Source: an optimization exercise on an open RTL-to-GDS flow (aim: small area). Production flows keep margins and buffers that such runs may drop.

==> pepper <==
==> flow/design.v <==
`timescale 1ns/1ns
package calc_cfg_pkg;
    localparam int DATA_W = 8;
    localparam int REG_DEPTH = 32;
    localparam int ADDR_W = $clog2(REG_DEPTH);
    localparam int SLOT_FIRST = 1;
    localparam int SLOT_LAST_BASE = 28;
    localparam int KEY_W = 4;
    localparam int LED_W = 16;
endpackage
`timescale 1ns/1ns
package calc_ctrl_pkg;
    typedef enum logic [4:0] {
        wait_a    = 5'd0,
        check_a   = 5'd1,
        error_a   = 5'd2,
        store_a   = 5'd3,
        read_a    = 5'd4,
        show_a    = 5'd5,
        wait_op   = 5'd6,
        check_op  = 5'd7,
        error_op  = 5'd8,
        hold_op   = 5'd9,
        wait_b    = 5'd10,
        check_b   = 5'd11,
        error_b   = 5'd12,
        store_b   = 5'd13,
        read_b    = 5'd14,
        show_b    = 5'd15,
        wait_ent  = 5'd16,
        check_ent = 5'd17,
        error_ent = 5'd18,
        load      = 5'd19,
        compute   = 5'd20,
        store_res = 5'd21,
        read_res  = 5'd22,
        show_res  = 5'd23,
        next      = 5'd24
    } calc_step_e;
    localparam logic [3:0] key_max_digit = 4'd9;
    localparam logic [3:0] key_enter = 4'd15;
    typedef enum logic [3:0] {
        op_add = 4'd10,
        op_sub = 4'd11,
        op_and = 4'd12,
        op_or  = 4'd13,
        op_xor = 4'd14
    } alu_op_e;
endpackage
`timescale 1ns/1ns
`timescale 1ns/1ns
`timescale 1ns/1ns
`timescale 1ns/1ns
module calc_top #(
    parameter int DATA_W = calc_cfg_pkg::DATA_W,
    parameter int REG_DEPTH = calc_cfg_pkg::REG_DEPTH,
    localparam int ADDR_W = $clog2(REG_DEPTH)
) (
    input  logic                           clk_i,
    input  logic                           reset_i,
    input  logic [calc_cfg_pkg::KEY_W-1:0] key_i,
    input  logic                           key_valid_i,
    output logic [calc_cfg_pkg::LED_W-1:0] led_o,
    output logic                           disp_we_o,
    output logic [DATA_W-1:0]              disp_data_o
);
    localparam int SLOTS = 10;
    logic [4:0] s;
    logic [4:0] step_d;
    logic [3:0] key_q;
    logic [3:0] a_q;
    logic [2:0] op_q;
    logic [3:0] ring_q [SLOTS];
    logic is_next;       
    logic is_res;        
    logic sel_key;       
    logic key_step;      
    logic a_load;        
    logic op_load;       
    logic op_shown;      
    logic key_is_digit;
    logic key_is_op;
    assign key_is_digit = !key_q[3] | (!key_q[2] & !key_q[1]);
    assign key_is_op    = key_q[3] & (key_q[2] | key_q[1]) & !(key_q[2] & key_q[1] & key_q[0]);
    logic ent_q;
    always_ff @(posedge clk_i) begin
        ent_q <= &key_i;
    end
    assign is_next = s[4] & s[3];
    assign is_res = s[4] & !s[3] & s[2] & s[1];
    assign sel_key = s[4] | (!s[3] & s[2] & !s[1]) | (s[3] & s[2] & s[1]);
    assign key_step = (!s[4] & !s[2] & !s[0]) | (!s[4] & !s[3] & s[1] & !s[0]);
    assign a_load = !s[4] & !s[3] & !s[1];
    assign op_load = !s[4] & !s[3];
    assign op_shown = s[4] | (s[3] & s[1]) | (s[3] & s[0]) | (s[3] & s[2]);
    assign disp_we_o = (!s[4] & s[3] & s[2] & s[1] & s[0]) | (!s[4] & !s[3] & s[2] & !s[1] & s[0]) | (s[4] & !s[3] & s[2] & s[1] & s[0]);
    assign led_o[0] = (s[3] & !s[1] & !s[0]) | (!s[3] & !s[2] & s[1] & !s[0]) | (s[4] & s[3]);
    assign step_d[0] = (s[4] & !s[3] & s[2] & s[1]) | (!s[3] & s[2] & !s[1] & !s[0]) | (s[3] & s[1] & !s[0] & key_valid_i) | (!s[3] & !s[1] & !s[0] & key_valid_i) | (s[3] & s[2] & s[1] & !s[0]) | (s[3] & !s[2] & s[1] & s[0] & key_is_digit) | (s[4] & !s[2] & !s[1] & s[0] & ent_q) | (!s[3] & s[2] & s[1] & s[0] & key_is_op) | (!s[4] & !s[3] & !s[2] & !s[1] & s[0] & key_is_digit) | (!s[3] & s[2] & !s[0] & key_valid_i);
    assign step_d[1] = (!s[1] & s[0]) | (s[3] & !s[0]) | (s[2] & s[1] & !s[0]) | (s[4] & !s[3] & s[2] & s[1]);
    assign step_d[2] = (s[2] & s[1] & !s[0]) | (!s[2] & s[1] & s[0]) | (s[2] & !s[1] & s[0]) | (s[3] & !s[2] & !s[1] & !s[0]) | (!s[3] & s[2] & !s[0]) | (s[4] & !s[3] & s[2]);
    assign step_d[3] = (!s[3] & s[2] & s[1] & s[0]) | (s[3] & s[1] & !s[0]) | (s[3] & !s[1] & s[0]) | (s[3] & s[2] & !s[0]) | (s[3] & !s[2] & s[0]);
    assign step_d[4] = (s[4] & !s[3]) | (!s[4] & s[3] & s[2] & s[1] & s[0]);
    always_ff @(posedge clk_i, posedge reset_i) begin
        if (reset_i) begin
            s <= 5'd0;
        end else begin
            s <= step_d;
        end
    end
    always_ff @(posedge clk_i) begin
        if (key_valid_i && key_step) begin
            key_q <= key_i;
        end
        if (a_load) begin
            a_q <= key_q;
        end
        if (op_load) begin
            op_q <= key_q[2:0];
        end
    end
    always_ff @(posedge clk_i) begin
        if (is_next) begin
            for (int i = 0; i < SLOTS - 1; i++) begin
                ring_q[i] <= ring_q[i + 1];
            end
            ring_q[SLOTS-1] <= key_q;
        end
    end
    logic [3:0] fill_q;
    logic       full;
    logic [3:0] b_val;
    assign full = fill_q[3] & fill_q[1];    
    always_ff @(posedge clk_i, posedge reset_i) begin
        if (reset_i) begin
            fill_q <= '0;
        end else if (is_next && !full) begin
            fill_q <= fill_q + 4'd1;
        end
    end
    assign b_val = full ? ring_q[0] : 4'd0;
    logic       arith;
    logic       sub;
    logic [3:0] bb;
    logic [3:0] p;
    logic [3:0] g;
    logic [4:0] c;
    logic [3:0] t;
    logic [7:0] result;
    assign arith = !op_q[2];
    assign sub = arith && op_q[0];
    assign bb = key_q ^ {4{sub}};
    assign p = a_q ^ bb;
    assign g = a_q & bb;
    assign c[0] = sub;
    for (genvar i = 0; i < 4; i++) begin : g_carry
        assign c[i+1] = g[i] | (p[i] & c[i]);
        assign t[i] = arith ? c[i] : (g[i] & !op_q[1]);
    end
    assign result[3:0] = (p & {4{arith | op_q[0] | op_q[1]}}) ^ t;
    assign result[4] = arith && (c[4] ^ sub);
    assign result[7:5] = {3{sub && !c[4]}};
    assign disp_data_o[3:0] = is_res ? result[3:0] : (sel_key ? key_q : b_val);
    assign disp_data_o[7:4] = is_res ? result[7:4] : 4'd0;
    assign led_o[15:11] = s;
    assign led_o[10]    = is_next;
    assign led_o[9]     = op_shown;
    assign led_o[8:6]   = (op_q & {3{op_shown}}) | {3{is_next}};
    assign led_o[5:1]   = {5{is_next}};
endmodule
==> flow/flow/run.sh <==
#!/bin/bash
# Standard synthesis, then the standard layout steps with these changes:
#  - after floorplan, abc's buffers are removed and each logic cell is set to
#    the smallest drive of its family (placement repair upsizes where needed);
#  - the port buffers are the smallest buffer cell;
#  - clock tree synthesis uses small clock buffers and adds no dummy loads.
set -uo pipefail
HERE=$(pwd)
bash standard.sh synth > synth.log 2>&1 || exit 1
export REMOVE_ABC_BUFFERS=1
export POST_FLOORPLAN_TCL=$HERE/flow/downsize.tcl
export BUFFER_PORTS_ARGS="-buffer_cell sky130_fd_sc_hd__buf_1"
export CTS_ARGS="-sink_clustering_enable -repair_clock_nets -dont_use_dummy_load -buf_list sky130_fd_sc_hd__clkbuf_4 -root_buf sky130_fd_sc_hd__clkbuf_4 -sink_clustering_size 20 -sink_clustering_max_diameter 100"
bash standard.sh finish > layout.log 2>&1
==> flow/flow/downsize.tcl <==
# Swap each combinational cell for the smallest cell of the same family
# (same function, lower drive); later repair steps upsize where timing,
# slew or capacitance need it.
proc downsize_cells {} {
  set db [ord::get_db]
  set block [ord::get_db_block]
  set saved 0.0
  set n 0
  foreach inst [$block getInsts] {
    set m [$inst getMaster]
    set name [$m getName]
    if {![regexp {^sky130_fd_sc_hd__([a-z0-9]+)_([0-9]+)$} $name -> base drive]} { continue }
    if {[regexp {^(s?e?df|dl|tap|fill|decap|conb|diode|clkbuf|clkdly|dlygate|dlymetal|probe|lpflow)} $base]} { continue }
    set best $name
    set best_area [expr {[$m getWidth] * [$m getHeight]}]
    foreach lc [get_lib_cells */sky130_fd_sc_hd__${base}_*] {
      set cname [get_name $lc]
      if {![regexp "^sky130_fd_sc_hd__${base}_\[0-9\]+\$" $cname]} { continue }
      if {[get_property $lc dont_use]} { continue }
      set cm [$db findMaster $cname]
      if {$cm == "NULL"} { continue }
      set a [expr {[$cm getWidth] * [$cm getHeight]}]
      if {$a < $best_area} { set best $cname; set best_area $a }
    }
    if {$best ne $name} {
      set old [expr {[$m getWidth] * [$m getHeight]}]
      replace_cell [$inst getName] $best
      set saved [expr {$saved + ($old - $best_area) / 1e6}]
      incr n
    }
  }
  puts "downsize_cells: $n cells, [format %.2f $saved] um2 saved"
}
downsize_cells
==> flow/standard.sh <==
#!/bin/bash
# synth_recipe.tcl (not shown) runs the flow's synth.tcl, then flattens the netlist and writes it again
# the make line also repeats each setting of config.mk as NAME=value (left out here)
make -C /OpenROAD-flow-scripts/flow DESIGN_CONFIG=/design/flow/config.mk WORK_HOME=/design/flow/orfs CLKGATE_MAP_FILE= SYNTH_SCRIPT=/design/flow/synth_recipe.tcl "${@:-finish}"
==> flow/config.mk <==
export PLATFORM = sky130hd
export DESIGN_NAME = calc_top
export DESIGN_NICKNAME = calc_top
export VERILOG_FILES = /design/flow/design.v
export SDC_FILE = /design/flow/constraint.sdc
export NUM_CORES = 4
export LEC_CHECK = 0
export ABC_AREA = 1
export CAP_MARGIN = 20
export CORE_MARGIN = 2
export CORE_UTILIZATION = 65
export PLACE_DENSITY = 0.8
export SLEW_MARGIN = 20
==> flow/constraint.sdc <==
create_clock -name core_clock -period 10.0 [get_ports {clk_i}]
set_input_delay 2.0000 -clock core_clock [delete_from_list [all_inputs] [get_ports {clk_i}]]
set_output_delay 2.0000 -clock core_clock [all_outputs]
set_load 0.01 [all_outputs]
==> inputs of raven, as changes to pepper <==
==> flow/flow/run.sh (replaced) <==
#!/bin/bash
# Standard synthesis, then the standard layout steps with these changes:
#  - after floorplan, abc's buffers are removed, the logic is remapped for area
#    (restructure) and each logic cell is set to
#    the smallest drive of its family (placement repair upsizes where needed);
#  - the port buffers are the smallest buffer cell;
#  - clock tree synthesis uses small clock buffers and adds no dummy loads.
set -uo pipefail
HERE=$(pwd)
bash standard.sh synth > synth.log 2>&1 || exit 1
export REMOVE_ABC_BUFFERS=1
export POST_FLOORPLAN_TCL=$HERE/flow/post_floorplan.tcl
export BUFFER_PORTS_ARGS="-buffer_cell sky130_fd_sc_hd__buf_1"
export CTS_ARGS="-sink_clustering_enable -repair_clock_nets -dont_use_dummy_load -buf_list sky130_fd_sc_hd__clkbuf_4 -root_buf sky130_fd_sc_hd__clkbuf_4 -sink_clustering_size 20 -sink_clustering_max_diameter 100"
bash standard.sh finish > layout.log 2>&1
==> flow/flow/post_floorplan.tcl (new file) <==
# After floorplan: remap the logic between registers and ports for area
# (OpenROAD's restructure, which runs abc), then set each logic cell to the
# smallest drive of its family; placement repair upsizes where needed.
set lib [lindex [glob $::env(PLATFORM_DIR)/lib/sky130_fd_sc_hd__tt_025C_1v80.lib] 0]
file mkdir $::env(OBJECTS_DIR)/restructure
restructure -target area -liberty_file $lib \
  -tielo_port sky130_fd_sc_hd__conb_1/LO -tiehi_port sky130_fd_sc_hd__conb_1/HI \
  -work_dir $::env(OBJECTS_DIR)/restructure
source [file join [file dirname [info script]] downsize.tcl]
==> flow_summary.yaml <==
routing:
  routed_via_density: 5.52
hold_path:
  hold_start: "ring_q[8][0]"
status:
  outcome: "complete, no violations"
place:
  placed_area_um2: 2710
power_and_ir_drop:
  p_per_area_nw_per_um2: 273
  leakagePower_nw: 1.11
cells_and_area:
  nets: 269
  fin_cells: 304
setup_path:
  critPathSlowestCell: "edfxtp_1"
  max_stage_delay_ns: 0.46
sta:
  worst_slack_ns: 5.34
  relSlewSlack_pct: 63.8
  hold_slack_ns: 0.416
The numbers above come from pepper.

==> flow_summary.yaml <==
hold_path:
  hold_path_class: "flip-flop to flip-flop"
  hold_start: "ring_q[2][2]"
sta:
  worst_slack_ns: 4.99
  relSlewSlack_pct: 55.4
  hold_violations: 0
  hold_slack_ns: 0.404
cells_and_area:
  fin_cells: 266
  nets: 225
setup_path:
  critPathSlowestCell: "dfrtp_1"
  max_stage_delay_ns: 0.47
routing:
  routed_via_density: 5.89
power_and_ir_drop:
  leakagePower_nw: 0.878
  p_per_area_nw_per_um2: 276
status:
  outcome: "complete, no violations"
The numbers above come from raven.

No functional check of the RTL was part of any run of this note.

## port drivers added, routing unchanged
The results above use ideal ports. As a check the final layouts listed here were re-extracted and re-timed, cells and wires unchanged. Step 1 sets driving cells, clkbuf_16 on the clock port and buf_2 on the other inputs (assumed; they add their load-dependent delay and slew). Step 2 times the ports against the registers' clock, not the clock port: input delays grow and output delays shrink by t, the midpoint of the rising clock arrivals with the driver on. Slacks: no drivers / after step 1 / after step 2; pairs: no drivers / after step 1.
run	t (ns)	setup slack, ns	worst hold slack (ns)
pepper	0.398	5.338 / 5.315 / 5.713	0.416 / 0.416 / 0.416
raven	0.389	4.987 / 4.964 / 5.352	0.404 / 0.404 / 0.404
After both steps setup and hold are still met in every run listed.
